Context: an optimization exercise on an open-source flow, tuned for small area, a short achievable clock period and few clock cycles per item. The choices shown serve that exercise and are no tape-out recipe.
At most, simulation tests tie the RTL to the original design; equivalence was not proved.
Power is estimated from default activity; no workload was simulated.

==> flow/design.v <==
`default_nettype none
package fsc_pkg;
  localparam int HALF_W          = 16;
  localparam int KEY_BANK_W      = 64;
  localparam int ROUND_COUNT_DEF = 9;
  localparam int CFG_INDEX_W = 2;
  localparam int CFG_DATA_W  = KEY_BANK_W;
  localparam logic [63:0] SBOX = 64'h2174_8fe3_da09_b65c;
  localparam logic [63:0] PERM_DEST = 64'h5ae0_b61c_f287_39d4;
  function automatic logic [HALF_W-1:0] round_fn(input logic [HALF_W-1:0] x);
    logic [HALF_W-1:0] w;
    logic [HALF_W-1:0] z;
    for (int i = 0; i < 4; i++) begin
      w[4*i +: 4] = SBOX[4*x[4*i +: 4] +: 4];
    end
    z = '0;
    for (int i = 0; i < HALF_W; i++) begin
      z[PERM_DEST[4*i +: 4]] = w[HALF_W-1-i];
    end
    round_fn = z;
  endfunction
endpackage
`default_nettype wire
`default_nettype none
module fsc_round_pipe (
  input  wire logic [fsc_pkg::HALF_W-1:0] l_in,
  input  wire logic [fsc_pkg::HALF_W-1:0] r_in,
  input  wire logic [fsc_pkg::HALF_W-1:0] key,
  output logic      [fsc_pkg::HALF_W-1:0] l_out,
  output logic      [fsc_pkg::HALF_W-1:0] r_out
);
  assign l_out = r_in;
  assign r_out = l_in ^ fsc_pkg::round_fn(r_in ^ key);
endmodule
`default_nettype wire
`default_nettype none
`default_nettype wire
`default_nettype none
module fsc_accum (
  input  wire logic                        clk,
  input  wire logic                        rst_n,
  input  wire logic                        ld,
  input  wire logic                        first,
  input  wire logic                        last,
  input  wire logic [fsc_pkg::HALF_W-1:0]  l8,
  input  wire logic [fsc_pkg::HALF_W-1:0]  r8,
  input  wire logic [fsc_pkg::HALF_W-1:0]  key,
  output logic [fsc_pkg::HALF_W-1:0]       out_cipher_left,
  output logic [fsc_pkg::HALF_W-1:0]       out_cipher_right,
  output logic [fsc_pkg::HALF_W-1:0]       out_xor_sum_left_out,
  output logic [fsc_pkg::HALF_W-1:0]       out_xor_sum_right_out,
  output logic [fsc_pkg::HALF_W-1:0]       out_sticky_left_out,
  output logic [fsc_pkg::HALF_W-1:0]       out_sticky_right_out
);
  logic [fsc_pkg::HALF_W-1:0] xs_l, xs_r, sk_l, sk_r, cl, cr;
  logic [fsc_pkg::HALF_W-1:0] f, base_r, xs_l_nxt, xs_r_nxt;
  assign f        = fsc_pkg::round_fn(r8 ^ key);
  assign base_r   = (first ? '0 : xs_r) ^ l8;
  assign xs_l_nxt = (first ? '0 : xs_l) ^ r8;
  assign xs_r_nxt = base_r ^ f;
  always_ff @(posedge clk) begin
    if (!rst_n) begin
      xs_l <= '0;
      xs_r <= '0;
      sk_l <= '0;
      sk_r <= '0;
    end else if (ld) begin
      xs_l <= xs_l_nxt;
      xs_r <= xs_r_nxt;
      sk_l <= sk_l | ({fsc_pkg::HALF_W{last}} & xs_l_nxt);
      sk_r <= sk_r | ({fsc_pkg::HALF_W{last}} & xs_r_nxt);
    end
  end
  always_ff @(posedge clk) begin
    if (ld) begin
      cl <= r8;
      cr <= l8 ^ f;
    end
  end
  assign out_cipher_left       = cl;
  assign out_cipher_right      = cr;
  assign out_xor_sum_left_out  = xs_l;
  assign out_xor_sum_right_out = xs_r;
  assign out_sticky_left_out   = sk_l;
  assign out_sticky_right_out  = sk_r;
endmodule
`default_nettype wire
`default_nettype none
module feistel_sbox_cipher_integral_sum #(
  parameter int ROUND_COUNT = fsc_pkg::ROUND_COUNT_DEF,
  parameter logic [8:0] CUTS = 9'b1_0101_0101
) (
  input  wire logic                              clk,
  input  wire logic                              rst_n,
  input  wire logic                              cfg_wr_en,
  input  wire logic [fsc_pkg::CFG_INDEX_W-1:0]   cfg_index,
  input  wire logic [fsc_pkg::CFG_DATA_W-1:0]    cfg_wdata,
  input  wire logic                              in_valid,
  output logic                                   in_stall,
  input  wire logic [fsc_pkg::HALF_W-1:0]        in_plain_left,
  input  wire logic [fsc_pkg::HALF_W-1:0]        in_plain_right,
  input  wire logic                              in_first_of_set,
  input  wire logic                              in_last_of_set,
  output logic                                   out_valid,
  input  wire logic                              out_stall,
  output logic [fsc_pkg::HALF_W-1:0]             out_cipher_left,
  output logic [fsc_pkg::HALF_W-1:0]             out_cipher_right,
  output logic [fsc_pkg::HALF_W-1:0]             out_xor_sum_left_out,
  output logic [fsc_pkg::HALF_W-1:0]             out_xor_sum_right_out,
  output logic [fsc_pkg::HALF_W-1:0]             out_sticky_left_out,
  output logic [fsc_pkg::HALF_W-1:0]             out_sticky_right_out
);
  localparam int W = fsc_pkg::HALF_W;
  logic [63:0] k14, k58;
  logic [W-1:0] k9;
  logic [W-1:0] subkey [1:9];
  logic [63:0] kd;
  assign kd = cfg_wdata & {64{rst_n}};
  always_ff @(posedge clk) begin
    if (!rst_n || (cfg_wr_en && cfg_index == 2'd0)) k14 <= kd;
    if (!rst_n || (cfg_wr_en && cfg_index == 2'd1)) k58 <= kd;
    if (!rst_n || (cfg_wr_en && cfg_index == 2'd2)) k9  <= kd[W-1:0];
  end
  for (genvar k = 1; k <= 4; k++) begin : g_k14
    assign subkey[k]   = k14[W*(k-1) +: W];
    assign subkey[k+4] = k58[W*(k-1) +: W];
  end
  assign subkey[9] = k9;
  logic adv;
  logic out_valid_r;
  assign adv = !(out_valid_r && out_stall);
  logic         skid_v;
  logic [W-1:0] skid_l, skid_r;
  logic         skid_f, skid_t;
  assign in_stall = skid_v;
  always_ff @(posedge clk) begin
    if (!rst_n) skid_v <= 1'b0;
    else        skid_v <= !adv && (skid_v || in_valid);
  end
  always_ff @(posedge clk) begin
    if (!skid_v) begin
      skid_l <= in_plain_left;
      skid_r <= in_plain_right;
      skid_f <= in_first_of_set;
      skid_t <= in_last_of_set;
    end
  end
  logic [W-1:0] a_l [0:8];
  logic [W-1:0] a_r [0:8];
  logic         a_f [0:8];
  logic         a_t [0:8];
  logic         a_v [0:8];
  logic [W-1:0] b_l [0:8];
  logic [W-1:0] b_r [0:8];
  logic         b_f [0:8];
  logic         b_t [0:8];
  logic         b_v [0:8];
  assign a_l[0] = skid_v ? skid_l : in_plain_left;
  assign a_r[0] = skid_v ? skid_r : in_plain_right;
  assign a_f[0] = skid_v ? skid_f : in_first_of_set;
  assign a_t[0] = skid_v ? skid_t : in_last_of_set;
  assign a_v[0] = skid_v || in_valid;
  for (genvar k = 0; k <= 8; k++) begin : g_stage
    if (CUTS[k]) begin : g_reg
      logic [W-1:0] l_q, r_q;
      logic         f_q, t_q, v_q;
      always_ff @(posedge clk) begin
        if (adv) begin
          l_q <= a_l[k];
          r_q <= a_r[k];
          f_q <= a_f[k];
          t_q <= a_t[k];
        end
      end
      always_ff @(posedge clk) begin
        if (!rst_n) v_q <= 1'b0;
        else if (adv) v_q <= a_v[k];
      end
      assign b_l[k] = l_q;
      assign b_r[k] = r_q;
      assign b_f[k] = f_q;
      assign b_t[k] = t_q;
      assign b_v[k] = v_q;
    end else begin : g_wire
      assign b_l[k] = a_l[k];
      assign b_r[k] = a_r[k];
      assign b_f[k] = a_f[k];
      assign b_t[k] = a_t[k];
      assign b_v[k] = a_v[k];
    end
    if (k < 8) begin : g_round
      fsc_round_pipe u_round (
        .l_in  (b_l[k]),
        .r_in  (b_r[k]),
        .key   (subkey[k+1]),
        .l_out (a_l[k+1]),
        .r_out (a_r[k+1])
      );
      assign a_f[k+1] = b_f[k];
      assign a_t[k+1] = b_t[k];
      assign a_v[k+1] = b_v[k];
    end
  end
  always_ff @(posedge clk) begin
    if (!rst_n) out_valid_r <= 1'b0;
    else if (adv) out_valid_r <= b_v[8];
  end
  assign out_valid = out_valid_r;
  fsc_accum u_accum (
    .clk                   (clk),
    .rst_n                 (rst_n),
    .ld                    (adv && b_v[8]),
    .first                 (b_f[8]),
    .last                  (b_t[8]),
    .l8                    (b_l[8]),
    .r8                    (b_r[8]),
    .key                   (subkey[9]),
    .out_cipher_left       (out_cipher_left),
    .out_cipher_right      (out_cipher_right),
    .out_xor_sum_left_out  (out_xor_sum_left_out),
    .out_xor_sum_right_out (out_xor_sum_right_out),
    .out_sticky_left_out   (out_sticky_left_out),
    .out_sticky_right_out  (out_sticky_right_out)
  );
endmodule
`default_nettype wire
Settings: LEC_CHECK=0, ABC_AREA=1, CAP_MARGIN=20, CORE_MARGIN=2, CORE_UTILIZATION=40, SLEW_MARGIN=20; clock period 5.0 ns.
run.sh (not shown) runs the stock make flow with config.mk's settings and CLKGATE_MAP_FILE= SYNTH_SCRIPT=/design/flow/synth_recipe.tcl, a recipe that flattens the netlist after the stock synthesis.
The first run finished clean.
Testbench counts at the start, summed over its fixed seeds: cycles 9,648, items 9,600.
Next try:
--- a/flow/design.v
+++ b/flow/design.v
@@ -86,11 +86,11 @@
 endmodule
 `default_nettype wire
 `default_nettype none
 module feistel_sbox_cipher_integral_sum #(
   parameter int ROUND_COUNT = fsc_pkg::ROUND_COUNT_DEF,
-  parameter logic [8:0] CUTS = 9'b1_0101_0101
+  parameter logic [8:0] CUTS = 9'b1_1010_1010
 ) (
   input  wire logic                              clk,
   input  wire logic                              rst_n,
   input  wire logic                              cfg_wr_en,
   input  wire logic [fsc_pkg::CFG_INDEX_W-1:0]   cfg_index,
The changed run completed without violations; register-to-register slack degrades by 80 ps; routed wire length falls slightly; sequential power rises slightly; cell area falls slightly; die area falls by a few percent; non-clock buffer count rises by 4.
Function not checked in the second run of this note: the RTL went through the layout flow alone.

re-timing with driven ports:
The flow's constraints put no driver on any port. The routed layouts listed below were extracted and timed again, unchanged, in two steps. Step 1 sets driving cells, clkbuf_16 on the clock port and buf_2 on the other inputs (assumed; they add their load-dependent delay and slew). Step 2 times the ports against the registers' clock, not the clock port: input delays grow and output delays shrink by t, the midpoint of the rising clock arrivals with the driver on. Three values: ideal ports, drivers, drivers and shift; two values: the first two.
run | shift t [ns] | setup slack, ns | slew at the worst register clock pin (ns) | pins driven straight from the clock port
the first run | 0.646 | 1.964 / 1.903 / 1.553 | 0.06 / 0.06 | 1
the second run | 0.661 | 1.901 / 1.901 / 1.594 | 0.07 / 0.07 | 1
After both steps setup and hold are still met in every run listed. For the first run, which loses most, drivers alone change the setup slack by -0.061 ns; drivers and shift together by -0.411 ns.
